From an optimization exercise on the open Yosys and OpenROAD flow, aimed at small area, a short achievable clock period and few clock cycles per item; shortcuts taken in it are not production practice. No run shown here included a check of the RTL's function; only the layout flow was run. Power figures rest on the tool's default switching activity, not on a simulated workload.

`config.mk`:
```
export PLATFORM = sky130hd
export DESIGN_NAME = cp1_responder
export DESIGN_NICKNAME = cp1_responder
export VERILOG_FILES = /design/flow/design.v
export SDC_FILE = /design/flow/constraint.sdc
export NUM_CORES = 4
export LEC_CHECK = 0
export CAP_MARGIN = 25
export CORE_MARGIN = 2
export CORE_UTILIZATION = 40
export CTS_BUF_LIST = sky130_fd_sc_hd__clkbuf_8
export SETUP_SLACK_MARGIN = 3
export SLEW_MARGIN = 20
```
`constraint.sdc`:
```
create_clock -name core_clock -period 7.0 [get_ports {clk}]
set_input_delay 1.4000 -clock core_clock [delete_from_list [all_inputs] [get_ports {clk}]]
set_output_delay 1.4000 -clock core_clock [all_outputs]
set_load 0.01 [all_outputs]
```
`design.v`:
```
module cp1_responder #(
    parameter int NREG = 32,
    parameter int W    = 32
) (
    input  logic                    clk,
    input  logic                    rst,
    input  logic                    flag_clr,
    output logic                    flag_ovf,
    output logic                    flag_unf,
    input  logic                    req_valid,
    output logic                    req_ready,
    input  logic [1:0]              req_op,
    input  logic [$clog2(NREG)-1:0] req_fd,
    input  logic [$clog2(NREG)-1:0] req_fs,
    input  logic [$clog2(NREG)-1:0] req_ft,
    input  logic [W-1:0]            req_wdata,
    output logic                    rsp_valid,
    output logic [W-1:0]            rsp_data
);
    localparam int IW = $clog2(NREG);
    localparam logic [1:0] OP_ADD_S = 2'b00;
    localparam logic [1:0] OP_SUB_S = 2'b01;
    localparam logic [1:0] OP_MTC1  = 2'b10;
    localparam logic [1:0] OP_MFC1  = 2'b11;
    logic [W-1:0]    rf_q [NREG];
    logic [NREG-1:0] rf_vld_q;
    logic            rf_we;
    logic [IW-1:0]   rf_waddr;
    logic          s1_valid_q, s1_arith_q, s1_sub_q, s1_we_q, s1_late_q;
    logic          s1_wait_a_q, s1_wait_b_q, s1_fa_q, s1_fb_q;
    logic [IW-1:0] s1_fd_q;
    logic [W-1:0]  op_a_q, op_b_q;
    logic          za_q, zb_q;
    logic          ready_q;
    logic          s2_valid_q, s2_arith_q, s2_we_q, s2_near_q, s2_sub_q, s2_late_q, s2_far0_q;
    logic [IW-1:0] s2_fd_q;
    logic          s2_sign_q;
    logic [7:0]    s2_exp_q;
    logic [23:0]   s2_big_q, s2_small_q, s2_diff_q;
    logic          rsp_valid_q, res_we_q, rsp_ez_q;
    logic [IW-1:0] res_fd_q;
    logic [W-1:0]  rsp_data_q;
    logic [W-1:0]  r_res;
    logic          r_ovf, r_unf, r_ez;
    logic          accept, req_arith, req_mtc1, req_mfc1;
    logic          hit1_a, hit1_b, hit2_a, hit2_b, hit3_a, hit3_b;
    logic          haz_a, haz_b, wait_any;
    logic [W-1:0]  rd_a, rd_b, fwd_a, fwd_b;
    logic          fwd_za, fwd_zb;
    assign accept    = req_valid && ready_q;
    assign req_arith = !req_op[1];
    assign req_mtc1  = (req_op == OP_MTC1);
    assign req_mfc1  = (req_op == OP_MFC1);
    always_comb begin
        rd_a = '0;
        rd_b = '0;
        for (int i = 0; i < NREG; i++) begin
            rd_a = rd_a | ({W{(req_fs == IW'(i)) && rf_vld_q[i]}} & rf_q[i]);
            rd_b = rd_b | ({W{(req_ft == IW'(i)) && rf_vld_q[i]}} & rf_q[i]);
        end
    end
    assign hit1_a = s1_valid_q && s1_we_q && (s1_fd_q == req_fs);
    assign hit1_b = s1_valid_q && s1_we_q && (s1_fd_q == req_ft);
    assign hit2_a = s2_valid_q && s2_we_q && (s2_fd_q == req_fs);
    assign hit2_b = s2_valid_q && s2_we_q && (s2_fd_q == req_ft);
    assign hit3_a = rsp_valid_q && res_we_q && (res_fd_q == req_fs);
    assign hit3_b = rsp_valid_q && res_we_q && (res_fd_q == req_ft);
    assign haz_a    = hit1_a && s1_arith_q;
    assign haz_b    = hit1_b && s1_arith_q;
    assign wait_any = accept && req_arith && (haz_a || haz_b);
    always_comb begin
        if (hit1_a) begin
            fwd_a  = op_a_q;
            fwd_za = za_q;
        end else if (hit3_a && !hit2_a) begin
            fwd_a  = rsp_data_q;
            fwd_za = rsp_ez_q;
        end else begin
            fwd_a  = rd_a;
            fwd_za = (rd_a[30:23] == 8'd0);
        end
        if (hit1_b) begin
            fwd_b  = op_a_q;
            fwd_zb = za_q;
        end else if (hit3_b && !hit2_b) begin
            fwd_b  = rsp_data_q;
            fwd_zb = rsp_ez_q;
        end else begin
            fwd_b  = rd_b;
            fwd_zb = (rd_b[30:23] == 8'd0);
        end
    end
    always_ff @(posedge clk) begin
        if (ready_q) begin
            op_a_q      <= req_mtc1 ? req_wdata : fwd_a;
            za_q        <= req_mtc1 ? (req_wdata[30:23] == 8'd0) : fwd_za;
            op_b_q      <= fwd_b;
            zb_q        <= fwd_zb;
            s1_fa_q     <= !req_mtc1 && !hit1_a && hit2_a;
            s1_fb_q     <= !hit1_b && hit2_b;
            s1_arith_q  <= req_arith;
            s1_sub_q    <= (req_op == OP_SUB_S);
            s1_we_q     <= !req_mfc1;
            s1_fd_q     <= req_fd;
            s1_late_q   <= req_mfc1 && haz_a;
            s1_wait_a_q <= req_arith && haz_a;
            s1_wait_b_q <= req_arith && haz_b;
        end else begin
            if (s1_fa_q) begin
                op_a_q <= rsp_data_q;
                za_q   <= rsp_ez_q;
            end
            if (s1_fb_q) begin
                op_b_q <= rsp_data_q;
                zb_q   <= rsp_ez_q;
            end
            s1_fa_q     <= s1_wait_a_q;
            s1_fb_q     <= s1_wait_b_q;
            s1_wait_a_q <= 1'b0;
            s1_wait_b_q <= 1'b0;
        end
    end
    always_ff @(posedge clk) begin
        if (rst) begin
            s1_valid_q <= 1'b0;
            ready_q    <= 1'b1;
        end else begin
            s1_valid_q <= ready_q ? accept : s1_valid_q;
            ready_q    <= !wait_any;
        end
    end
    logic [W-1:0]  x_a, x_b;
    logic          x_za, x_zb;
    logic          x_sa, x_sb, x_gt, x_eff_sub, x_near, x_age, x_odd;
    logic [7:0]    x_ea, x_eb, x_dab, x_dba, x_d;
    logic [23:0]   x_ma, x_mb, x_sh_in, x_shifted, x_d_ab, x_d_ba, x_diff;
    always_comb begin
        x_a   = s1_fa_q ? rsp_data_q : op_a_q;
        x_b   = s1_fb_q ? rsp_data_q : op_b_q;
        x_za  = s1_fa_q ? rsp_ez_q : za_q;
        x_zb  = s1_fb_q ? rsp_ez_q : zb_q;
        x_ea  = x_a[30:23];
        x_eb  = x_b[30:23];
        x_sa  = x_a[31];
        x_sb  = x_b[31] ^ s1_sub_q;
        x_ma  = x_za ? 24'd0 : {1'b1, x_a[22:0]};
        x_mb  = x_zb ? 24'd0 : {1'b1, x_b[22:0]};
        x_gt  = (x_b[30:0] > x_a[30:0]) && !x_zb;
        x_eff_sub = x_sa ^ x_sb;
        x_dab = x_ea - x_eb;
        x_dba = x_eb - x_ea;
        x_age = (x_ea >= x_eb);
        x_d   = x_age ? x_dab : x_dba;
        x_sh_in   = x_age ? x_mb : x_ma;
        x_shifted = x_sh_in >> x_d[4:0];
        x_near = x_eff_sub && (x_d <= 8'd1);
        x_odd   = x_ea[0] ^ x_eb[0];
        x_d_ab  = x_ma - (x_odd ? {1'b0, x_mb[23:1]} : x_mb);
        x_d_ba  = x_mb - (x_odd ? {1'b0, x_ma[23:1]} : x_ma);
        x_diff  = x_gt ? x_d_ba : x_d_ab;
    end
    always_ff @(posedge clk) begin
        s2_arith_q <= s1_arith_q;
        s2_we_q    <= s1_we_q;
        s2_fd_q    <= s1_fd_q;
        s2_late_q  <= s1_late_q;
        s2_near_q  <= x_near;
        s2_sub_q   <= x_eff_sub;
        s2_small_q <= x_shifted;
        s2_far0_q  <= (x_d >= 8'd25);
        s2_diff_q  <= x_diff;
        if (s1_arith_q) begin
            s2_sign_q <= x_gt ? x_sb : x_sa;
            s2_exp_q  <= x_age ? x_ea : x_eb;
            s2_big_q  <= x_age ? x_ma : x_mb;
        end else begin
            s2_sign_q <= x_a[31];
            s2_exp_q  <= x_a[30:23];
            s2_big_q  <= {1'b0, x_a[22:0]};
        end
    end
    always_ff @(posedge clk) begin
        if (rst) s2_valid_q <= 1'b0;
        else     s2_valid_q <= s1_valid_q && !s1_wait_a_q && !s1_wait_b_q;
    end
    logic [24:0]   f_sum;
    logic [23:0]   f_small;
    logic [4:0]    n_lz;
    logic          n_found;
    logic [23:0]   n_shifted;
    logic [W-1:0]  f_res, n_res;
    logic          f_ovf, f_unf, n_unf, n_small;
    logic [31:0]   n_v32;
    logic [15:0]   n_v16;
    logic [7:0]    n_v8;
    logic [3:0]    n_v4;
    logic [1:0]    n_v2;
    always_comb begin
        f_small = (s2_small_q & {24{!s2_far0_q}}) ^ {24{s2_sub_q}};
        f_sum = {1'b0, s2_big_q} + {s2_sub_q, f_small} + {24'd0, s2_sub_q};
        f_ovf = 1'b0;
        f_unf = 1'b0;
        if (f_sum[24]) begin
            if (s2_exp_q >= 8'd254) begin
                f_ovf = 1'b1;
                f_res = {s2_sign_q, 8'hFF, 23'd0};
            end else begin
                f_res = {s2_sign_q, s2_exp_q + 8'd1, f_sum[23:1]};
            end
        end else if (f_sum[23]) begin
            f_res = {s2_sign_q, s2_exp_q, f_sum[22:0]};
        end else if (f_sum[22]) begin
            if (s2_exp_q <= 8'd1) begin
                f_unf = 1'b1;
                f_res = {s2_sign_q, 31'd0};
            end else begin
                f_res = {s2_sign_q, s2_exp_q - 8'd1, f_sum[21:0], 1'b0};
            end
        end else begin
            f_res = '0;
        end
        n_found = (s2_diff_q != 24'd0);
        n_v32   = {s2_diff_q, 8'hFF};
        n_lz[4] = (n_v32[31:16] == 16'd0);
        n_v16   = n_lz[4] ? n_v32[15:0] : n_v32[31:16];
        n_lz[3] = (n_v16[15:8] == 8'd0);
        n_v8    = n_lz[3] ? n_v16[7:0] : n_v16[15:8];
        n_lz[2] = (n_v8[7:4] == 4'd0);
        n_v4    = n_lz[2] ? n_v8[3:0] : n_v8[7:4];
        n_lz[1] = (n_v4[3:2] == 2'd0);
        n_v2    = n_lz[1] ? n_v4[1:0] : n_v4[3:2];
        n_lz[0] = !n_v2[1];
        n_shifted = s2_diff_q << n_lz;
        n_unf = 1'b0;
        n_small = (s2_exp_q >= 8'd24) ? 1'b0 : ((s2_diff_q & (24'hFFFFFF << (5'd24 - s2_exp_q[4:0]))) == 24'd0);
        if (!n_found) begin
            n_res = '0;
        end else if (n_small) begin
            n_unf = 1'b1;
            n_res = {s2_sign_q, 31'd0};
        end else begin
            n_res = {s2_sign_q, s2_exp_q - {3'b000, n_lz}, n_shifted[22:0]};
        end
        if (!s2_arith_q) begin
            r_res = s2_late_q ? rsp_data_q : {s2_sign_q, s2_exp_q, s2_big_q[22:0]};
            r_ez  = s2_late_q ? rsp_ez_q : (s2_exp_q == 8'd0);
            r_ovf = 1'b0;
            r_unf = 1'b0;
        end else if (s2_near_q) begin
            r_res = n_res;
            r_ez  = !n_found || n_small;
            r_ovf = 1'b0;
            r_unf = n_unf;
        end else begin
            r_res = f_res;
            r_ez  = (s2_exp_q == 8'd0);
            r_ovf = f_ovf;
            r_unf = f_unf;
        end
    end
    always_ff @(posedge clk) begin
        rsp_data_q <= r_res;
        rsp_ez_q   <= r_ez;
        res_we_q   <= s2_we_q;
        res_fd_q   <= s2_fd_q;
    end
    always_ff @(posedge clk) begin
        if (rst) rsp_valid_q <= 1'b0;
        else     rsp_valid_q <= s2_valid_q;
    end
    assign rf_we    = rsp_valid_q && res_we_q;
    assign rf_waddr = res_fd_q;
    always_ff @(posedge clk) begin
        if (rf_we) rf_q[rf_waddr] <= rsp_data_q;
    end
    always_ff @(posedge clk) begin
        if (rst) begin
            rf_vld_q <= '0;
        end else if (rf_we) begin
            rf_vld_q[rf_waddr] <= 1'b1;
        end
    end
    assign req_ready = ready_q;
    assign rsp_valid = rsp_valid_q;
    assign rsp_data  = rsp_data_q;
    logic flag_ovf_q, flag_unf_q;
    always_ff @(posedge clk) begin
        if (rst) begin
            flag_ovf_q <= 1'b0;
            flag_unf_q <= 1'b0;
        end else begin
            flag_ovf_q <= (flag_ovf_q && !flag_clr) || (s2_valid_q && r_ovf);
            flag_unf_q <= (flag_unf_q && !flag_clr) || (s2_valid_q && r_unf);
        end
    end
    assign flag_ovf = flag_ovf_q;
    assign flag_unf = flag_unf_q;
endmodule
```
`run.sh`:
```
#!/bin/bash
# synth_recipe.tcl (not shown) runs the flow's synth.tcl, then flattens the netlist and writes it again
# the make line also repeats each setting of config.mk as NAME=value (left out here)
make -C /OpenROAD-flow-scripts/flow DESIGN_CONFIG=/design/flow/config.mk WORK_HOME=/design/flow/orfs CLKGATE_MAP_FILE= SYNTH_SCRIPT=/design/flow/synth_recipe.tcl finish
```
==> results of run 1 <==
==> state kept, by name (all words and copies together) (netlist names), 5 cells and up <==
signal and count:
rf_q 1024, s2_exp_q 8, rsp_data_q 32, rf_vld_q 32, s2_small_q 24, res_fd_q 5
op_a_q 32, s2_big_q 24, op_b_q 32, s2_fd_q 5, s1_fd_q 5, s2_diff_q 24
==> timing repair <==
| item | CTS | global route |
|---|---|---|
| endpoints found under the hold margin | 0 | 0 |
| cloned | 12 | 0 |
| gates resized for setup | 379 | 188 |
| hold buffers | 0 | 0 |
| setup buffers | 132 | 59 |
| pin swaps | 111 | 102 |
| setup endpoints to repair | 184 | 112 |
==> report_power, final <==
part | switching, uW | total [uW] | internal (uW) | leakage, uW
logic | 2310 | 3650 | 1340 | 0.0139
registers | 223 | 8870 | 8650 | 0.0116
clock network | 3280 | 6580 | 3290 | 0.00235
==> path summary, 6_finish.rpt <==
check	to	from	cells after the start
hold / removal	s2_late_q$_DFF_P_	s1_late_q$_DFFE_PP_	0
setup / recovery	s2_diff_q[23]$_DFF_P_	rsp_data_q[23]$_DFFE_PP_	17
setup reg to reg	s2_diff_q[23]$_DFF_P_	rsp_data_q[23]$_DFFE_PP_	17
hold reg to reg	s2_late_q$_DFF_P_	s1_late_q$_DFFE_PP_	0
==> metrics by stage <==
step                      cells  utilization  hold WS [ns]  power (uW)  setup slack (ns)
final                      8229        0.482         0.348       19100              2.61
after global routing       8214        0.482         0.352       19600              2.45
after CTS                  8144        0.474         0.352       18700              2.62
after detailed placement   7620        0.429         0.345       11700              1.36
after global placement     7613        0.428         0.326       11700              1.33
after floorplan            5562            -         0.323       10600              2.43
==> layout make-up <==
class | count | area (sq um)
clock buffers | 220 | 3030
multi-input cells | 3688 | 28100
flip-flops and latches | 1272 | 36500
clock inverters | 160 | 1030
fillers | 14374 | 83000
diodes | 19 | 47.5
repair buffers | 547 | 5130
well taps | 2160 | 2700
inverters | 162 | 637
repair inverters | 1 | 8.76
==> cells in the final DEF (no fill, tap or decap), drive strengths merged, types with 22 or more instances in the layout <==
master         Yosys  final
nand4            172    172
o21ai            133    133
a22oi            605    605
a31oi             61     61
a21o              37     37
a2111oi           23     23
dfxtp            173    173
edfxtp          1099   1099
or3               26     26
and2              29     29
a221oi           206    206
nor3              99     99
mux2i            111    112
a22o             199    199
clkbuf           342    224
buf              100    454
mux2              47     47
nor4              34     34
inv              162    242
nor2             340    340
or4               31     31
nand2            285    285
xnor2             88     88
nor2b             31     31
and3             116    116
clkdlybuf4s50      0     77
clkinv             0     67
nand3            142    142
a21oi            243    243
o211ai            98     98
ha               123    123
xor2              41     41
o22ai             32     32
nand2b            47     47
o31ai             22     22
==> cell usage after synthesis (88+ instances only) <==
master    number  share of area
a21oi_1      243          0.019
a221oi_1     206          0.028
a22o_1       199          0.027
a22oi_1      605          0.071
and3_1       116          0.011
clkbuf_1     342          0.020
dfxtp_1      173          0.054
edfxtp_1    1099           0.51
ha_1         123          0.024
inv_1        160         0.0093
mux2i_1      110          0.017
nand2_1      285          0.017
nand3_1      141          0.011
nand4_1      172          0.017
nor2_1       339          0.020
nor3_1        99         0.0077
o211ai_1      98          0.011
o21ai_0      132          0.010
xnor2_1       88          0.012
==> layer usage <==
layer	up-vias	wire (um)
met4	28	25100
met5	-	735
met3	1630	60300
met2	6437	126000
li1	23000	-
met1	29304	124000
==> kinds of logic (layout without fill, tap and decap cells) <==
| logic type | Yosys count | after routing | synth area share |
|---|---|---|---|
| mux | 175 | 176 | 0.0316 |
| buf+inv | 604 | 1090 | 0.0360 |
| other cells | 0 | 19 | 0 |
| flops | 1272 | 1272 | 0.567 |
| xor+xnor | 129 | 129 | 0.0176 |
| simple gates | 1404 | 1405 | 0.110 |
| fa+ha+maj | 129 | 129 | 0.0258 |
| compound gates | 1849 | 1849 | 0.212 |
==> run summary, run 1 <==
Layout Nets -> 6063
met3 GRT Util -> 0.195
crit path buf inv count -> 3
DR WL/cell -> 40.8 um
vias -> 60399
Rel. slew slack -> 0.160
Clock Skew -> 0.0848 ns
outcome -> finished clean
final non-filler cell area -> 0.0772 sq mm
WP data arrival -> 5.24 ns
Reg clk slew, reported paths -> 0.07 ns
post-synth net total -> 5744
drt drc -> 0
antenna-violating nets left -> 0
number of I/O pins -> 89
power per cell area -> 247 mW/mm^2
CP max-delay cell -> ha_4
CP required -> 7.85 ns
cell row count -> 147
Post-synth EDFFs -> 1099
Final setup viols -> 0
area grow syn2layout -> 20.0%
sequential share of the synthesized area -> 0.567
GRT busiest layer -> met1
Vert. Die Dim -> 405 um
mapped cell area -> 0.0643 sq mm
fin crit share -> 0.627
Max Cap Viol -> 0
first-pass GRT wire length -> 450000 um
crit path capture type -> register
H-tree depth -> 4
critical-path cell list -> mux2_4 -> ha_4 -> buf_12 -> buf_4 -> buf_4 -> nand2_1 -> o211ai_1 -> ha_2 -> a211o_1 -> o31ai_4 -> a211oi_4 -> a31oi_4 -> a211oi_2 -> a41o_1 -> o41ai_4 -> xnor2_1 -> a221oi_2
GRT Total Usage -> 0.396
Clock Path Buffers -> 3
Unique masters post-synth -> 93
initial core utilization -> 0.402
synthesized netlist cell count -> 5562
DP HPWL -> 208000 um
final hold viol count -> 0
clk sink count -> 1272
VDD IR max -> 226 uV
via/cell ratio -> 7.34
number of global-route vias before repair -> 55345
Yosys Warn Count -> 1
final wirelength -> 336000 um
fraction of layout cells with a size suffix above 1 -> 0.205
Final Critical Period -> 4.39 ns
r2r setup slk -> 2.61 ns
Die W -> 405 um
number of synthesized register bits -> 1272
fmax -> 228 MHz
met2 usage -> 0.512
syn avg cell area -> 11.6 sq um
CP max stage delay -> 0.43 ns
area of the core -> 0.160 sq mm
Top delay family on crit path -> compound AO/OA/AOI/OAI gates
placed cell areas -> 0.0688 sq mm
die area -> 0.164 sq mm
Num CTS Buffers -> 209
RSZ-0062 raised after global routing -> true
critical path fanouts, max -> 8
TritonCTS clock tree -> built
Most common cell on crit path -> buf_4
Skew-Pair Late Insertion Delay -> 1.00 ns
Root Driver -> clkbuf_8
Synth Flop Type -> edfxtp_1
HP Class -> register to register
nature of the critical path startpoint -> register
ys async rst share -> 0
leak pwr -> 0.0278 uW
global placer's final weighted congestion -> 1.02
DRT Pass-1 Iters -> 13
Overflow after GRT -> 0
Crit Path Class -> register to register
initial DRC count -> 14424
setup total negative slack -> 0 ns
count of pins over their slew limit -> 0
# port buffers -> 88
initial antenna violation count -> 17
pin slew with the least headroom to its limit -> 1.26 ns
largest net degree at the start of global routing -> 94
met1 Use GR -> 0.527
==> run 2, diff against run 1 <==
--- a/design.v
+++ b/design.v
@@ -37,11 +37,13 @@
     logic          s2_sign_q;
     logic [7:0]    s2_exp_q;
     logic [23:0]   s2_big_q, s2_small_q, s2_diff_q;
-    logic          rsp_valid_q, res_we_q, rsp_ez_q;
+    logic          rsp_valid_q, res_we_q, fwd_ez_q;
     logic [IW-1:0] res_fd_q;
     logic [W-1:0]  rsp_data_q;
+    logic [W-1:0]  fwd_q;
     logic [W-1:0]  r_res;
-    logic          r_ovf, r_unf, r_ez;
+    logic [W-1:0]  w_res;
+    logic          r_ovf, r_unf, w_ez;
     logic          accept, req_arith, req_mtc1, req_mfc1;
     logic          hit1_a, hit1_b, hit2_a, hit2_b, hit3_a, hit3_b;
     logic          haz_a, haz_b, wait_any;
@@ -73,8 +75,8 @@
             fwd_a  = op_a_q;
             fwd_za = za_q;
         end else if (hit3_a && !hit2_a) begin
-            fwd_a  = rsp_data_q;
-            fwd_za = rsp_ez_q;
+            fwd_a  = fwd_q;
+            fwd_za = fwd_ez_q;
         end else begin
             fwd_a  = rd_a;
             fwd_za = (rd_a[30:23] == 8'd0);
@@ -83,8 +85,8 @@
             fwd_b  = op_a_q;
             fwd_zb = za_q;
         end else if (hit3_b && !hit2_b) begin
-            fwd_b  = rsp_data_q;
-            fwd_zb = rsp_ez_q;
+            fwd_b  = fwd_q;
+            fwd_zb = fwd_ez_q;
         end else begin
             fwd_b  = rd_b;
             fwd_zb = (rd_b[30:23] == 8'd0);
@@ -107,12 +109,12 @@
             s1_wait_b_q <= req_arith && haz_b;
         end else begin
             if (s1_fa_q) begin
-                op_a_q <= rsp_data_q;
-                za_q   <= rsp_ez_q;
+                op_a_q <= fwd_q;
+                za_q   <= fwd_ez_q;
             end
             if (s1_fb_q) begin
-                op_b_q <= rsp_data_q;
-                zb_q   <= rsp_ez_q;
+                op_b_q <= fwd_q;
+                zb_q   <= fwd_ez_q;
             end
             s1_fa_q     <= s1_wait_a_q;
             s1_fb_q     <= s1_wait_b_q;
@@ -135,10 +137,10 @@
     logic [7:0]    x_ea, x_eb, x_dab, x_dba, x_d;
     logic [23:0]   x_ma, x_mb, x_sh_in, x_shifted, x_d_ab, x_d_ba, x_diff;
     always_comb begin
-        x_a   = s1_fa_q ? rsp_data_q : op_a_q;
-        x_b   = s1_fb_q ? rsp_data_q : op_b_q;
-        x_za  = s1_fa_q ? rsp_ez_q : za_q;
-        x_zb  = s1_fb_q ? rsp_ez_q : zb_q;
+        x_a   = s1_fa_q ? fwd_q : op_a_q;
+        x_b   = s1_fb_q ? fwd_q : op_b_q;
+        x_za  = s1_fa_q ? fwd_ez_q : za_q;
+        x_zb  = s1_fb_q ? fwd_ez_q : zb_q;
         x_ea  = x_a[30:23];
         x_eb  = x_b[30:23];
         x_sa  = x_a[31];
@@ -242,25 +244,27 @@
             n_res = {s2_sign_q, s2_exp_q - {3'b000, n_lz}, n_shifted[22:0]};
         end
         if (!s2_arith_q) begin
-            r_res = s2_late_q ? rsp_data_q : {s2_sign_q, s2_exp_q, s2_big_q[22:0]};
-            r_ez  = s2_late_q ? rsp_ez_q : (s2_exp_q == 8'd0);
+            w_res = {s2_sign_q, s2_exp_q, s2_big_q[22:0]};
+            w_ez  = (s2_exp_q == 8'd0);
             r_ovf = 1'b0;
             r_unf = 1'b0;
         end else if (s2_near_q) begin
-            r_res = n_res;
-            r_ez  = !n_found || n_small;
+            w_res = n_res;
+            w_ez  = !n_found || n_small;
             r_ovf = 1'b0;
             r_unf = n_unf;
         end else begin
-            r_res = f_res;
-            r_ez  = (s2_exp_q == 8'd0);
+            w_res = f_res;
+            w_ez  = (s2_exp_q == 8'd0);
             r_ovf = f_ovf;
             r_unf = f_unf;
         end
+        r_res = s2_late_q ? fwd_q : w_res;
     end
     always_ff @(posedge clk) begin
         rsp_data_q <= r_res;
-        rsp_ez_q   <= r_ez;
+        fwd_q      <= w_res;
+        fwd_ez_q   <= w_ez;
         res_we_q   <= s2_we_q;
         res_fd_q   <= s2_fd_q;
     end
==> run 2 against run 1 <==
Highest routed layer unchanged; non-clock buffer count increased by 33; utilization up 0.89 points; hold slack lost 0.0015 ns; fmax rose by 2.9%; critical endpoint unchanged; cell count shrank 0.32%; sequential power rose by 5.6%.
==> run summary, run 2 <==
initial DRC count -> 12718 (-12%)
commonest non-fill, non-tap cell in the layout -> edfxtp_1
final hold viol count -> 0 (unchanged)
Unique masters post-synth -> 105 (+13%)
number of synthesized register bits -> 1304 (+2.5%)
area of the core -> 0.160 sq mm (unchanged)
CP max-delay cell -> or3_4
fmax -> 234 MHz (+2.9%)
Num CTS Buffers -> 207 (-0.96%)
multi-input logic area -> 0.0284 sq mm (+1.0%)
P_sw -> 6390 uW (+10%)
Crit Path Class -> register to register
pin slew with the least headroom to its limit -> 1.16 ns (-0.0946 ns)
mapped cell area -> 0.0643 sq mm (about the same)
Filler cells -> 13991 (-2.7%)
final non-filler cell area -> 0.0787 sq mm (+1.9%)
Reg clk slew, reported paths -> 0.06 ns (about the same)
RSZ-0062 raised after global routing -> true
commonest cells after routing, fill and taps aside -> edfxtp_1, a22oi_1, buf_4
TritonCTS clock tree -> built
top cells by count, synth -> edfxtp_1, a22oi_1, clkbuf_1
Die W -> 405 um (about the same)
drt drc -> 0 (unchanged)
placed cell areas -> 0.0689 sq mm (+0.21%)
Clock Skew -> 0.0654 ns (-0.0194 ns)
fraction of layout cells with a size suffix above 1 -> 0.237 (+0.0318)
Synth Flop Type -> edfxtp_1
logic gate share of total power -> 0.211 (+0.020)
die area -> 0.164 sq mm (about the same)
initial core utilization -> 0.402 (about the same)
number of global-route vias before repair -> 55130 (-0.39%)
synthesized netlist cell count -> 5482 (-1.4%)
Root Driver -> clkbuf_8
Vert. Die Dim -> 405 um (about the same)
final wirelength -> 327000 um (-2.5%)
fin crit share -> 0.609 (-0.0176)
Max Cap Viol -> 0 (unchanged)
setup total negative slack -> 0 ns (unchanged)
Layout Utilization -> 0.491 (+0.00894)
outcome -> finished clean
sequential share of the synthesized area -> 0.572 (+0.00499)
top post-synthesis cells by area -> edfxtp_1, dfxtp_1, a22oi_1, a221oi_1, a22o_1
DP HPWL -> 195000 um (-6.2%)
GRT Total Usage -> 0.384 (-0.0115)
Post-synth EDFFs -> 1066 (-3.0%)
Overflow after GRT -> 0 (unchanged)
most common cell in the synthesized netlist -> edfxtp_1
post-synth top area cell -> edfxtp_1
clk sink count -> 1304 (+2.5%)
crit path buf inv count -> 2 (-1)
Synth top area share -> 0.498 (-0.0153)
power per cell area -> 264 mW/mm^2 (+6.7%)
CP max stage delay -> 0.39 ns (-0.04 ns)
crit path capture type -> register
Seq pwr share -> 0.451 (-0.014)
DRT Pass-1 Iters -> 15 (+2)
syn avg cell area -> 11.7 sq um (+1.4%)
VDD IR max -> 148 uV (-34%)
CP required -> 7.84 ns (about the same)
Layout Nets -> 6027 (-0.59%)
critical path fanouts, max -> 5 (-3)
HP Class -> register to register
total area of sequential cells -> 0.0369 sq mm (+0.93%)
Final setup viols -> 0 (unchanged)
critical-path cell list -> mux2_4 -> ha_4 -> buf_6 -> buf_12 -> nor2_1 -> or3_4 -> ha_4 -> or3_4 -> o2111ai_4 -> a211oi_2 -> nor2_2 -> a211o_1 -> o2111ai_2 -> a31o_2 -> a21oi_2 -> xnor2_1 -> mux2i_4
count of pins over their slew limit -> 0 (unchanged)
WP data arrival -> 5.10 ns (-0.14 ns)
area grow syn2layout -> 22.3%
Sw Ratio -> 0.308 (+0.00352)
antenna-violating nets left -> 0 (unchanged)
post-synth net total -> 5665 (-1.4%)
global placer's final weighted congestion -> 0.986 (-3.5%)
Clock Power Share -> 0.338 (-0.006)
Skew-Pair Late Insertion Delay -> 1.01 ns (about the same)
largest net degree at the start of global routing -> 78 (-17%)
Pint -> 14400 uW (+8.2%)
overall power -> 20800 uW (+8.7%)
ys async rst share -> 0 (unchanged)
number of I/O pins -> 89 (unchanged)
Largest register FFs -> 1024 (unchanged)
vias -> 59653 (-1.2%)
# port buffers -> 88 (unchanged)
initial antenna violation count -> 23 (+6)
Yosys Warn Count -> 1 (unchanged)
Clock Path Buffers -> 3 (unchanged)
leak pwr -> 0.0278 uW (about the same)
Final Critical Period -> 4.26 ns (-0.123 ns)
final hold slack -> 0.347 ns (-0.00152 ns)
cell row count -> 147 (unchanged)
Top delay family on crit path -> compound AO/OA/AOI/OAI gates
Rel. slew slack -> 0.225 (+0.0650)
Biggest register -> rf_q
H-tree depth -> 4 (unchanged)
via/cell ratio -> 7.27 (-0.92%)
DR WL/cell -> 39.9 um (-2.2%)
nature of the critical path startpoint -> register
CTS hold repair buffers -> 0 (unchanged)
first-pass GRT wire length -> 439000 um (-2.3%)
[run 2: changes by cell type after synthesis, sizes merged, moves of 35 or more]
cell,previous run,this run
o211ai,98,51
a221oi,206,274
a22oi,605,508
a22o,199,263
a31oi,61,26
inv,162,114
dfxtp,173,238
o21ai,133,228
[run 2: worst register-to-register path: stages (launching register included)]
cell	delay [ns]
dfxtp_4	0.38
mux2_4	0.34
ha_4	0.30
buf_6	0.12
buf_12	0.10
nor2_1	0.04
or3_4	0.38
ha_4	0.19
or3_4	0.39
o2111ai_4	0.27
a211oi_2	0.13
nor2_2	0.18
a211o_1	0.27
o2111ai_2	0.16
a31o_2	0.24
a21oi_2	0.15
xnor2_1	0.11
mux2i_4	0.36
[run 2: per-stage QoR]
step                setup slack [ns]  cells
floorplan                       2.66   5482
detailed placement              1.56   7527
global placement                1.48   7509
global route                    2.73   8186
CTS                             2.66   8043
finish                          2.74   8203
[run 2: cell families (layout without fill, tap and decap cells)]
kind of cell | Yosys count | after routing | synth area share
AOI/OAI and AO/OA | 1854 | 1856 | 0.215
xor gates and xnor gates | 130 | 130 | 0.0177
adders and majority gates | 130 | 130 | 0.0260
buffers and inverters | 552 | 1089 | 0.0332
DFF | 1304 | 1304 | 0.572
muxes | 209 | 210 | 0.0355
other | 0 | 19 | 0
and+or+nand+nor | 1303 | 1305 | 0.101
[run 2: worst paths after layout]
check | cells after the start | to | startpoint | slack [ns]
setup / recovery | 17 | s2_diff_q[23]$_DFF_P_ | s1_fb_q$_DFF_P_ | 2.74
hold / removal | 0 | s2_late_q$_DFF_P_ | s1_late_q$_DFFE_PP_ | 0.35
setup reg to reg | 17 | s2_diff_q[23]$_DFF_P_ | s1_fb_q$_DFF_P_ | 2.74
hold reg to reg | 0 | s2_late_q$_DFF_P_ | s1_late_q$_DFFE_PP_ | 0.35
[run 2: cell type report]
class                           instances  share of cell area
Clock inverter                        162              0.0158
Multi-Input combinational cell       3631               0.361
Inverter                              116             0.00628
Clock buffer                          227              0.0397
Timing Repair Buffer                  580              0.0728
Antenna cell                           19            0.000604
Tap cell                             2160              0.0344
Sequential cell                      1304               0.469
Timing Repair inverter                  4            0.000620
[run 2: layer usage]
metal  routed length, um  global-route usage  part of all wire
met4               31800               0.265             0.097
met5                 186             0.00684           0.00057
met1              108000               0.445              0.33
met3               53100               0.188              0.16
met2              134000               0.556              0.41
[run 2: what timing repair did]
item	in CTS	in global routing
setup endpoints to repair	206	148
resized for setup	357	316
buffers inserted	114	128
gates cloned	13	7
pin swaps	86	148
[run 2: power by group through the flow]
stage	combinational [uW]	clock (uW)	sequential (uW)
finish	4380	7010	9370
global route	4560	7310	9390
CTS	3660	6980	9320
detailed placement	3110	0	9460
global placement	3060	0	9500
floorplan	1790	0	9440
==> run 3, diff against run 2 <==
--- a/config.mk
+++ b/config.mk
@@ -11,3 +11,4 @@
 export CTS_BUF_LIST = sky130_fd_sc_hd__clkbuf_8
 export SETUP_SLACK_MARGIN = 3
 export SLEW_MARGIN = 20
+export TNS_END_PERCENT = 30
==> run 3 against run 2 <==
First-iteration DRC count decreased by 1.1%; fmax shrank 2.2%; utilization is 0.77 points lower; register-to-register slack worse by 0.09 ns; wire length down 0.14%; die area unchanged; clock power is 2% higher; critical path depth fell by 1; sequential cell count did not move; hold slack worse by 0.0032 ns; sequential power about the same; cell count down 0.74%; critical endpoint is now s2_diff_q[9]$_DFF_P_; largest power group unchanged.
==> run summary, run 3 <==
H-tree depth -> 4 (unchanged)
CP required -> 7.80 ns (-0.04 ns)
DP HPWL -> 195000 um (-0.31%)
sequential share of the synthesized area -> 0.572 (unchanged)
WP data arrival -> 5.15 ns (+0.05 ns)
TritonCTS clock tree -> built
overall power -> 20700 uW (-0.36%)
critical-path cell list -> buf_6 -> buf_4 -> mux2i_1 -> inv_1 -> ha_1 -> nor2b_1 -> o21a_1 -> o21a_1 -> o21a_1 -> o21a_1 -> o21ai_0 -> a21o_1 -> a2111oi_4 -> o21ai_4 -> buf_4 -> o21ai_0
crit path capture type -> register
commonest non-fill, non-tap cell in the layout -> edfxtp_1
GRT Total Usage -> 0.385 (+0.00120)
Vert. Die Dim -> 405 um (unchanged)
Yosys Warn Count -> 1 (unchanged)
pin slew with the least headroom to its limit -> 1.21 ns (+0.0452 ns)
CP max-delay cell -> o21ai_0
final hold viol count -> 0 (unchanged)
number of synthesized register bits -> 1304 (unchanged)
Post-synth EDFFs -> 1066 (unchanged)
Unique masters post-synth -> 105 (unchanged)
most common cell in the synthesized netlist -> edfxtp_1
largest net degree at the start of global routing -> 81 (+3.8%)
top cells by count, synth -> edfxtp_1, a22oi_1, clkbuf_1
Most common cell on crit path -> o21a_1
ys async rst share -> 0 (unchanged)
via/cell ratio -> 7.24 (-0.50%)
antenna-violating nets left -> 0 (unchanged)
initial antenna violation count -> 22 (-4.3%)
post-synth net total -> 5665 (unchanged)
r2r setup slk -> 2.64 ns (-0.09 ns)
RSZ-0062 raised after global routing -> true
clk sink count -> 1304 (unchanged)
drt drc -> 0 (unchanged)
initial DRC count -> 12574 (-1.1%)
DRT Pass-1 Iters -> 9 (-6)
Layout Utilization -> 0.483 (-0.00768)
nature of the critical path startpoint -> register
final wirelength -> 327000 um (-0.14%)
post-synth top area cell -> edfxtp_1
mapped cell area -> 0.0643 sq mm (unchanged)
final non-filler cell area -> 0.0774 sq mm (-1.6%)
outcome -> finished clean
power per cell area -> 267 mW/mm^2 (+1.2%)
reg2reg end -> s2_diff_q[9]$_DFF_P_
CP max stage delay -> 0.73 ns (+0.34 ns)
count of pins over their slew limit -> 0 (unchanged)
placed cell areas -> 0.0686 sq mm (-0.40%)
# port buffers -> 88 (unchanged)
global placer's final weighted congestion -> 0.985 (-0.14%)
Max Cap Viol -> 0 (unchanged)
Hold Crit Endpoint -> s2_late_q$_DFF_P_
top post-synthesis cells by area -> edfxtp_1, dfxtp_1, a22oi_1, a221oi_1, a22o_1
area grow syn2layout -> 20.4%
synthesized netlist cell count -> 5482 (unchanged)
Rel. slew slack -> 0.193 (-0.0320)
Clock Skew -> 0.0921 ns (+0.0267 ns)
HP Class -> register to register
number of global-route vias before repair -> 55359 (+0.42%)
Overflow after GRT -> 0 (unchanged)
fin crit share -> 0.623 (+0.0135)
fmax -> 229 MHz (-2.2%)
fraction of layout cells with a size suffix above 1 -> 0.218 (-0.0196)
crit path buf inv count -> 4 (+2)
DR WL/cell -> 40.2 um (+0.61%)
Num CTS Buffers -> 212 (+2.4%)
Root Driver -> clkbuf_8
Synth Flop Type -> edfxtp_1
Synth top area share -> 0.498 (unchanged)
area of the core -> 0.160 sq mm (unchanged)
VDD IR max -> 173 uV (+17%)
Skew-Pair Late Insertion Delay -> 1.02 ns (about the same)
first-pass GRT wire length -> 441000 um (+0.45%)
Crit Path Class -> register to register
hold-critical path depth -> 0 (unchanged)
Clock Path Buffers -> 3 (unchanged)
critical path fanouts, max -> 7 (+2)
number of I/O pins -> 89 (unchanged)
Final Critical Period -> 4.36 ns (+0.0945 ns)
Worst Reg-to-Reg Cells -> 16 (-1)
syn avg cell area -> 11.7 sq um (unchanged)
Reg clk slew, reported paths -> 0.07 ns (about the same)
setup total negative slack -> 0 ns (unchanged)
Top delay family on crit path -> compound AO/OA/AOI/OAI gates
initial core utilization -> 0.402 (unchanged)
CTS hold repair buffers -> 0 (unchanged)
vias -> 58912 (-1.2%)
Biggest register -> rf_q
Largest register FFs -> 1024 (unchanged)
Worst Hold Launch -> s1_late_q$_DFFE_PP_
Final setup viols -> 0 (unchanged)
Layout Nets -> 5975 (-0.86%)
final hold slack -> 0.344 ns (-0.00320 ns)
Die W -> 405 um (unchanged)
die area -> 0.164 sq mm (unchanged)
cell row count -> 147 (unchanged)
worst r2r src -> s1_fb_q$_DFF_P_
leak pwr -> 0.0274 uW (-1.6%)
commonest cells after routing, fill and taps aside -> edfxtp_1, a22oi_1, buf_4
run 3: cell counts after synthesis:
Identical to the previous run, type by type.
run 3: where the power goes:
group	switching (uW)	total [uW]	leakage, uW	internal (uW)
Sequential	428	9370	0.0117	8950
Clock	3390	7170	0.00250	3780
Combinational	2550	4140	0.0132	1590
run 3: worst max-delay path by stage:
stage                          startpoint               endpoint  slack (ns)  depth (start not counted)
after floorplan           s1_fb_q$_DFF_P_  s2_diff_q[22]$_DFF_P_        2.66                         24
after global placement          req_fs[3]         za_q$_DFFE_PP_        1.53                         13
after detailed placement        req_ft[4]     op_b_q[14]$_DFF_P_        1.50                         12
after CTS                       req_ft[4]           zb_q$_DFF_P_        2.67                         13
after global routing      s1_fb_q$_DFF_P_   s2_diff_q[7]$_DFF_P_        2.67                         16
final                     s1_fb_q$_DFF_P_   s2_diff_q[9]$_DFF_P_        2.64                         16
run 3: kinds of logic after synthesis:
kind of cell / after synthesis / synth area share
adders and majority gates: 130 / 0.0260
DFF: 1304 / 0.572
AOI/OAI and AO/OA: 1854 / 0.215
xor gates and xnor gates: 130 / 0.0177
and+or+nand+nor: 1303 / 0.101
muxes: 209 / 0.0355
buffers and inverters: 552 / 0.0332
run 3: timing repair:
item                                    CTS  global route
setup buffers                           147            47
cloned                                   18             5
hold endpoints to repair                  0             0
pin swaps                                99            71
resized for setup                       343           190
endpoints found under the setup margin  220           187
run 3: cell type report:
type                       count  area [sq um]
antenna                        7          17.5
clock buffer                 243          3340
clock inverter               154          1150
fill                       14174         82800
inverter                     116           489
multi-input combinational   3633         27900
sequential                  1304         36800
tap                         2160          2700
timing repair buffer         522          4930
timing repair inverter         3          26.3
run 3: worst reg2reg max path: stages, from the launching register on:
cell and delay, ns:
dfxtp_4 0.36, buf_6 0.11, buf_4 0.23, mux2i_1 0.47, inv_1 0.15, ha_1 0.32
nor2b_1 0.13, o21a_1 0.13, o21a_1 0.15, o21a_1 0.11, o21a_1 0.10, o21ai_0 0.09
a21o_1 0.20, a2111oi_4 0.51, o21ai_4 0.20, buf_4 0.21, o21ai_0 0.73
run 3: per-stage QoR:
step,worst slack (ns),instances
5_1_grt,2.67,8136
6_report,2.64,8142
3_5_place_dp,1.50,7516
4_1_cts,2.67,8078
2_1_floorplan,2.66,5482
3_3_place_gp,1.53,7509
run 3: per-layer routing:
| metal | up-vias | global-route usage | part of all wire |
|---|---|---|---|
| li1 | 22672 | - | - |
| met1 | 28466 | 0.454 | 0.33 |
| met2 | 5934 | 0.565 | 0.42 |
| met3 | 1812 | 0.162 | 0.16 |
| met4 | 28 | 0.274 | 0.092 |
| met5 | - | 0.00208 | 0.00067 |
==> run 4, diff against run 3 <==
--- a/design.v
+++ b/design.v
@@ -32,18 +32,17 @@
     logic [W-1:0]  op_a_q, op_b_q;
     logic          za_q, zb_q;
     logic          ready_q;
-    logic          s2_valid_q, s2_arith_q, s2_we_q, s2_near_q, s2_sub_q, s2_late_q, s2_far0_q;
+    logic          s2_valid_q, s2_arith_q, s2_we_q, s2_near_q, s2_sub_q, s2_late_q;
     logic [IW-1:0] s2_fd_q;
     logic          s2_sign_q;
     logic [7:0]    s2_exp_q;
-    logic [23:0]   s2_big_q, s2_small_q, s2_diff_q;
-    logic          rsp_valid_q, res_we_q, fwd_ez_q;
+    logic [23:0]   s2_big_q, s2_small_q, s2_dab_q, s2_dba_q, s2_diff;
+    logic          s2_gt_q;
+    logic          rsp_valid_q, res_we_q, rsp_ez_q;
     logic [IW-1:0] res_fd_q;
     logic [W-1:0]  rsp_data_q;
-    logic [W-1:0]  fwd_q;
     logic [W-1:0]  r_res;
-    logic [W-1:0]  w_res;
-    logic          r_ovf, r_unf, w_ez;
+    logic          r_ovf, r_unf, r_ez;
     logic          accept, req_arith, req_mtc1, req_mfc1;
     logic          hit1_a, hit1_b, hit2_a, hit2_b, hit3_a, hit3_b;
     logic          haz_a, haz_b, wait_any;
@@ -75,8 +74,8 @@
             fwd_a  = op_a_q;
             fwd_za = za_q;
         end else if (hit3_a && !hit2_a) begin
-            fwd_a  = fwd_q;
-            fwd_za = fwd_ez_q;
+            fwd_a  = rsp_data_q;
+            fwd_za = rsp_ez_q;
         end else begin
             fwd_a  = rd_a;
             fwd_za = (rd_a[30:23] == 8'd0);
@@ -85,8 +84,8 @@
             fwd_b  = op_a_q;
             fwd_zb = za_q;
         end else if (hit3_b && !hit2_b) begin
-            fwd_b  = fwd_q;
-            fwd_zb = fwd_ez_q;
+            fwd_b  = rsp_data_q;
+            fwd_zb = rsp_ez_q;
         end else begin
             fwd_b  = rd_b;
             fwd_zb = (rd_b[30:23] == 8'd0);
@@ -109,12 +108,12 @@
             s1_wait_b_q <= req_arith && haz_b;
         end else begin
             if (s1_fa_q) begin
-                op_a_q <= fwd_q;
-                za_q   <= fwd_ez_q;
+                op_a_q <= rsp_data_q;
+                za_q   <= rsp_ez_q;
             end
             if (s1_fb_q) begin
-                op_b_q <= fwd_q;
-                zb_q   <= fwd_ez_q;
+                op_b_q <= rsp_data_q;
+                zb_q   <= rsp_ez_q;
             end
             s1_fa_q     <= s1_wait_a_q;
             s1_fb_q     <= s1_wait_b_q;
@@ -135,12 +134,12 @@
     logic          x_za, x_zb;
     logic          x_sa, x_sb, x_gt, x_eff_sub, x_near, x_age, x_odd;
     logic [7:0]    x_ea, x_eb, x_dab, x_dba, x_d;
-    logic [23:0]   x_ma, x_mb, x_sh_in, x_shifted, x_d_ab, x_d_ba, x_diff;
+    logic [23:0]   x_ma, x_mb, x_sh_in, x_shifted, x_d_ab, x_d_ba;
     always_comb begin
-        x_a   = s1_fa_q ? fwd_q : op_a_q;
-        x_b   = s1_fb_q ? fwd_q : op_b_q;
-        x_za  = s1_fa_q ? fwd_ez_q : za_q;
-        x_zb  = s1_fb_q ? fwd_ez_q : zb_q;
+        x_a   = s1_fa_q ? rsp_data_q : op_a_q;
+        x_b   = s1_fb_q ? rsp_data_q : op_b_q;
+        x_za  = s1_fa_q ? rsp_ez_q : za_q;
+        x_zb  = s1_fb_q ? rsp_ez_q : zb_q;
         x_ea  = x_a[30:23];
         x_eb  = x_b[30:23];
         x_sa  = x_a[31];
@@ -154,12 +153,11 @@
         x_age = (x_ea >= x_eb);
         x_d   = x_age ? x_dab : x_dba;
         x_sh_in   = x_age ? x_mb : x_ma;
-        x_shifted = x_sh_in >> x_d[4:0];
+        x_shifted = (x_d >= 8'd25) ? 24'd0 : (x_sh_in >> x_d[4:0]);
         x_near = x_eff_sub && (x_d <= 8'd1);
         x_odd   = x_ea[0] ^ x_eb[0];
         x_d_ab  = x_ma - (x_odd ? {1'b0, x_mb[23:1]} : x_mb);
         x_d_ba  = x_mb - (x_odd ? {1'b0, x_ma[23:1]} : x_ma);
-        x_diff  = x_gt ? x_d_ba : x_d_ab;
     end
     always_ff @(posedge clk) begin
         s2_arith_q <= s1_arith_q;
@@ -168,9 +166,10 @@
         s2_late_q  <= s1_late_q;
         s2_near_q  <= x_near;
         s2_sub_q   <= x_eff_sub;
-        s2_small_q <= x_shifted;
-        s2_far0_q  <= (x_d >= 8'd25);
-        s2_diff_q  <= x_diff;
+        s2_small_q <= x_shifted ^ {24{x_eff_sub}};
+        s2_dab_q   <= x_d_ab;
+        s2_dba_q   <= x_d_ba;
+        s2_gt_q    <= x_gt;
         if (s1_arith_q) begin
             s2_sign_q <= x_gt ? x_sb : x_sa;
             s2_exp_q  <= x_age ? x_ea : x_eb;
@@ -186,7 +185,6 @@
         else     s2_valid_q <= s1_valid_q && !s1_wait_a_q && !s1_wait_b_q;
     end
     logic [24:0]   f_sum;
-    logic [23:0]   f_small;
     logic [4:0]    n_lz;
     logic          n_found;
     logic [23:0]   n_shifted;
@@ -198,8 +196,7 @@
     logic [3:0]    n_v4;
     logic [1:0]    n_v2;
     always_comb begin
-        f_small = (s2_small_q & {24{!s2_far0_q}}) ^ {24{s2_sub_q}};
-        f_sum = {1'b0, s2_big_q} + {s2_sub_q, f_small} + {24'd0, s2_sub_q};
+        f_sum = {1'b0, s2_big_q} + {s2_sub_q, s2_small_q} + {24'd0, s2_sub_q};
         f_ovf = 1'b0;
         f_unf = 1'b0;
         if (f_sum[24]) begin
@@ -221,8 +218,9 @@
         end else begin
             f_res = '0;
         end
-        n_found = (s2_diff_q != 24'd0);
-        n_v32   = {s2_diff_q, 8'hFF};
+        s2_diff = s2_gt_q ? s2_dba_q : s2_dab_q;
+        n_found = (s2_diff != 24'd0);
+        n_v32   = {s2_diff, 8'hFF};
         n_lz[4] = (n_v32[31:16] == 16'd0);
         n_v16   = n_lz[4] ? n_v32[15:0] : n_v32[31:16];
         n_lz[3] = (n_v16[15:8] == 8'd0);
@@ -232,9 +230,9 @@
         n_lz[1] = (n_v4[3:2] == 2'd0);
         n_v2    = n_lz[1] ? n_v4[1:0] : n_v4[3:2];
         n_lz[0] = !n_v2[1];
-        n_shifted = s2_diff_q << n_lz;
+        n_shifted = s2_diff << n_lz;
         n_unf = 1'b0;
-        n_small = (s2_exp_q >= 8'd24) ? 1'b0 : ((s2_diff_q & (24'hFFFFFF << (5'd24 - s2_exp_q[4:0]))) == 24'd0);
+        n_small = (s2_exp_q >= 8'd24) ? 1'b0 : ((s2_diff & (24'hFFFFFF << (5'd24 - s2_exp_q[4:0]))) == 24'd0);
         if (!n_found) begin
             n_res = '0;
         end else if (n_small) begin
@@ -244,27 +242,25 @@
             n_res = {s2_sign_q, s2_exp_q - {3'b000, n_lz}, n_shifted[22:0]};
         end
         if (!s2_arith_q) begin
-            w_res = {s2_sign_q, s2_exp_q, s2_big_q[22:0]};
-            w_ez  = (s2_exp_q == 8'd0);
+            r_res = s2_late_q ? rsp_data_q : {s2_sign_q, s2_exp_q, s2_big_q[22:0]};
+            r_ez  = s2_late_q ? rsp_ez_q : (s2_exp_q == 8'd0);
             r_ovf = 1'b0;
             r_unf = 1'b0;
         end else if (s2_near_q) begin
-            w_res = n_res;
-            w_ez  = !n_found || n_small;
+            r_res = n_res;
+            r_ez  = !n_found || n_small;
             r_ovf = 1'b0;
             r_unf = n_unf;
         end else begin
-            w_res = f_res;
-            w_ez  = (s2_exp_q == 8'd0);
+            r_res = f_res;
+            r_ez  = (s2_exp_q == 8'd0);
             r_ovf = f_ovf;
             r_unf = f_unf;
         end
-        r_res = s2_late_q ? fwd_q : w_res;
     end
     always_ff @(posedge clk) begin
         rsp_data_q <= r_res;
-        fwd_q      <= w_res;
-        fwd_ez_q   <= w_ez;
+        rsp_ez_q   <= r_ez;
         res_we_q   <= s2_we_q;
         res_fd_q   <= s2_fd_q;
     end
==> run 4 against run 3 <==
Still clean on timing, DRC and antenna; wire length shrank 1.2%; clock skew is 0.029 ns lower; combinational power about the same; non-clock buffer count decreased by 22; register-to-register slack got worse by 0.23 ns; largest power group unchanged; highest routed layer unchanged.
==> run summary, run 4 <==
outcome -> finished clean
initial DRC count -> 12009 (-4.5%)
CTS hold repair buffers -> 0 (unchanged)
Yosys Warn Count -> 1 (unchanged)
CP required -> 7.89 ns (+0.09 ns)
final hold viol count -> 0 (unchanged)
final std cells w/o fill -> 8038 (-1.3%)
Unique masters post-synth -> 93 (-11%)
critical-path cell list -> mux2_4 -> buf_6 -> buf_6 -> buf_6 -> ha_4 -> fa_2 -> nor2b_4 -> o21a_1 -> buf_4 -> o21a_4 -> o211ai_4 -> buf_6 -> nand3_2 -> o211ai_1 -> xor2_1 -> or3_1 -> a221o_2 -> or2_4 -> nor3_4 -> xnor2_1
commonest cells after routing, fill and taps aside -> edfxtp_1, a22oi_1, buf_4
Biggest register -> rf_q
Root Driver -> clkbuf_8
met1 Use GR -> 0.454 (about the same)
Overflow after GRT -> 0 (unchanged)
setup total negative slack -> 0 ns (unchanged)
met2 usage -> 0.567 (+0.00129)
ys async rst share -> 0 (unchanged)
RSZ-0062 raised after global routing -> true
pin slew with the least headroom to its limit -> 1.14 ns (-0.0697 ns)
Post-synth EDFFs -> 1099 (+3.1%)
Vert. Die Dim -> 404 um (-0.15%)
top post-synthesis cells by area -> edfxtp_1, a22oi_1, dfxtp_1, a221oi_1, a22o_1
area of the core -> 0.159 sq mm (-0.91%)
DRT Pass-1 Iters -> 14 (+5)
Rel. slew slack -> 0.241 (+0.0484)
final wirelength -> 323000 um (-1.2%)
critical path fanouts, max -> 8 (+1)
CP max stage delay -> 0.50 ns (-0.23 ns)
CP max-delay cell -> a221o_2
synthesized netlist cell count -> 5482 (unchanged)
fraction of layout cells with a size suffix above 1 -> 0.197 (-0.0201)
Synth top area share -> 0.515 (+0.0169)
DR WL/cell -> 40.2 um (about the same)
sequential share of the synthesized area -> 0.576 (+0.00434)
clk sink count -> 1296 (-0.61%)
power per cell area -> 265 mW/mm^2 (-0.68%)
fin crit share -> 0.656 (+0.0331)
Skew-Pair Late Insertion Delay -> 1.03 ns (about the same)
Filler cells -> 14093 (-0.57%)
drt drc -> 0 (unchanged)
Clock Skew -> 0.0626 ns (-0.0294 ns)
Final Critical Period -> 4.59 ns (+0.232 ns)
most common cell in the synthesized netlist -> edfxtp_1
Synth Flop Type -> edfxtp_1
TritonCTS clock tree -> built
Max Cap Viol -> 0 (unchanged)
vias -> 58501 (-0.70%)
syn avg cell area -> 11.7 sq um (-0.29%)
r2r setup slk -> 2.41 ns (-0.23 ns)
commonest non-fill, non-tap cell in the layout -> edfxtp_1
via/cell ratio -> 7.28 (+0.59%)
post-synth top area cell -> edfxtp_1
Setup crit start -> rsp_data_q[23]$_DFFE_PP_
overall power -> 20300 uW (-2.1%)
GRT Total Usage -> 0.384 (-0.00180)
Layout Nets -> 5958 (-0.28%)
global placer's final weighted congestion -> 1.02 (+3.8%)
Reg clk slew, reported paths -> 0.07 ns (about the same)
antenna-violating nets left -> 0 (unchanged)
largest net degree at the start of global routing -> 73 (-9.9%)
DP HPWL -> 198000 um (+1.7%)
Crit Path Class -> register to register
initial antenna violation count -> 17 (-23%)
Num CTS Buffers -> 211 (-0.47%)
cell row count -> 146 (-0.68%)
Clock Path Buffers -> 3 (unchanged)
number of global-route vias before repair -> 55620 (+0.47%)
area grow syn2layout -> 19.0%
fmax -> 218 MHz (-5.1%)
post-synth net total -> 5665 (unchanged)
Largest register FFs -> 1024 (unchanged)
WP data arrival -> 5.48 ns (+0.33 ns)
worst r2r src -> rsp_data_q[23]$_DFFE_PP_
crit path capture type -> register
first-pass GRT wire length -> 439000 um (-0.56%)
Final setup viols -> 0 (unchanged)
crit path buf inv count -> 5 (+1)
met3 GRT Util -> 0.143 (-0.0189)
Worst Hold Launch -> s1_late_q$_DFFE_PP_
GRT busiest layer -> met2
die area -> 0.164 sq mm (-0.29%)
# port buffers -> 88 (unchanged)
initial core utilization -> 0.404 (+0.00249)
leak pwr -> 0.0269 uW (-1.6%)
mapped cell area -> 0.0641 sq mm (-0.29%)
Top delay family on crit path -> simple AND/OR/NAND/NOR gates
VDD IR max -> 198 uV (+14%)
number of I/O pins -> 89 (unchanged)
Die W -> 404 um (-0.15%)
number of synthesized register bits -> 1296 (-0.61%)
count of pins over their slew limit -> 0 (unchanged)
nature of the critical path startpoint -> register
placed cells -> 7447 (-0.92%)
Most common cell on crit path -> buf_6
top cells by count, synth -> edfxtp_1, a22oi_1, nor2_1
HP Class -> register to register
H-tree depth -> 4 (unchanged)
run 4: layer usage:
metal	vias to the layer above	wire [um]
met5	-	443
met4	22	32600
met3	1895	47900
met2	6032	135000
met1	27911	107000
li1	22641	-
run 4: cell families after synthesis:
group                    count (synthesis)  share of synthesized area
adder cells (fa/ha/maj)                130                     0.0262
buffers and inverters                  544                     0.0328
AND/OR/NAND/NOR                       1313                      0.101
multiplexers                           211                     0.0360
XOR/XNOR                               130                     0.0178
flip-flops                            1296                      0.576
AO/OA/AOI/OAI                         1858                      0.210
run 4: worst reg2reg max path, cell delays in order (launching register included):
cell      delay (ns)
edfxtp_1        0.49
mux2_4          0.33
buf_6           0.12
buf_6           0.10
buf_6           0.11
ha_4            0.16
fa_2            0.43
nor2b_4         0.14
o21a_1          0.18
buf_4           0.13
o21a_4          0.15
o211ai_4        0.10
buf_6           0.15
nand3_2         0.06
o211ai_1        0.13
xor2_1          0.19
or3_1           0.35
a221o_2         0.50
or2_4           0.37
nor3_4          0.14
xnor2_1         0.16
run 4: power breakdown:
part | internal [uW] | switching (uW)
logic | 1470 | 2640
clock network | 3560 | 3340
registers | 9000 | 225
total | 14000 | 6210
run 4: area by class of cell:
type                            count  area, sq um  share of cell area
Antenna cell                       11         27.5            0.000361
Clock inverter                    171         1250              0.0164
Timing Repair Buffer              500         4680              0.0613
Multi-Input combinational cell   3646        27200               0.357
Tap cell                         2072         2590              0.0340
Inverter                          118          485             0.00636
Timing Repair inverter              2         32.5            0.000426
Sequential cell                  1296        37000               0.484
Clock buffer                      222         3060              0.0400
run 4: path summary, 6_finish.rpt:
check / depth (start not counted) / endpoint
worst max-delay path: 20 / s2_small_q[18]$_DFF_P_
worst min-delay path: 0 / s2_late_q$_DFF_P_
worst max register to register: 20 / s2_small_q[18]$_DFF_P_
worst min register to register: 0 / s2_late_q$_DFF_P_
run 4: timing repair:
item / CTS / global route
setup endpoints to repair: 181 / 171
cloned: 11 / 1
setup buffers: 154 / 16
resized for setup: 363 / 82
pin swaps: 137 / 42
run 4: stage by stage:
stage,setup WS (ns),area [sq um],hold slack [ns],utilization
floorplan,2.09,64400,0.323,-
global placement,1.26,68400,0.331,0.431
global route,2.26,76300,0.360,0.481
CTS,2.48,75800,0.351,0.478
detailed placement,1.40,68400,0.347,0.431
finish,2.41,76300,0.348,0.481

[afterwards: timing with drivers on the ports]
No port has a modelled driver above. Below, the same layouts with a new extraction and two added sets of constraints.
Step 1 assumes that a clkbuf_16 drives the clock port and a buf_2 every other input.
Step 2, shift: input delay + t, output delay - t, t = (earliest + latest rising clock arrival at the registers) / 2. This alone moves slack from input paths to output paths.
Slacks: ideal ports / drivers / drivers and shift; pairs: ideal ports / drivers.
run | shift t [ns] | setup slack, ns | hold WS [ns]
run 1 | 1.052 | 2.612 / 2.612 / 1.820 | 0.348 / 0.348 / 0.348
run 2 | 1.060 | 2.735 / 2.735 / 1.827 | 0.347 / 0.347 / 0.347
run 3 | 1.053 | 2.641 / 2.641 / 1.954 | 0.344 / 0.344 / 0.344
run 4 | 1.067 | 2.409 / 2.409 / 1.738 | 0.348 / 0.348 / 0.348
After both steps every run listed still meets setup and hold. For run 2, which loses most, drivers alone change the setup slack by 0.000 ns; drivers and shift together by -0.908 ns.
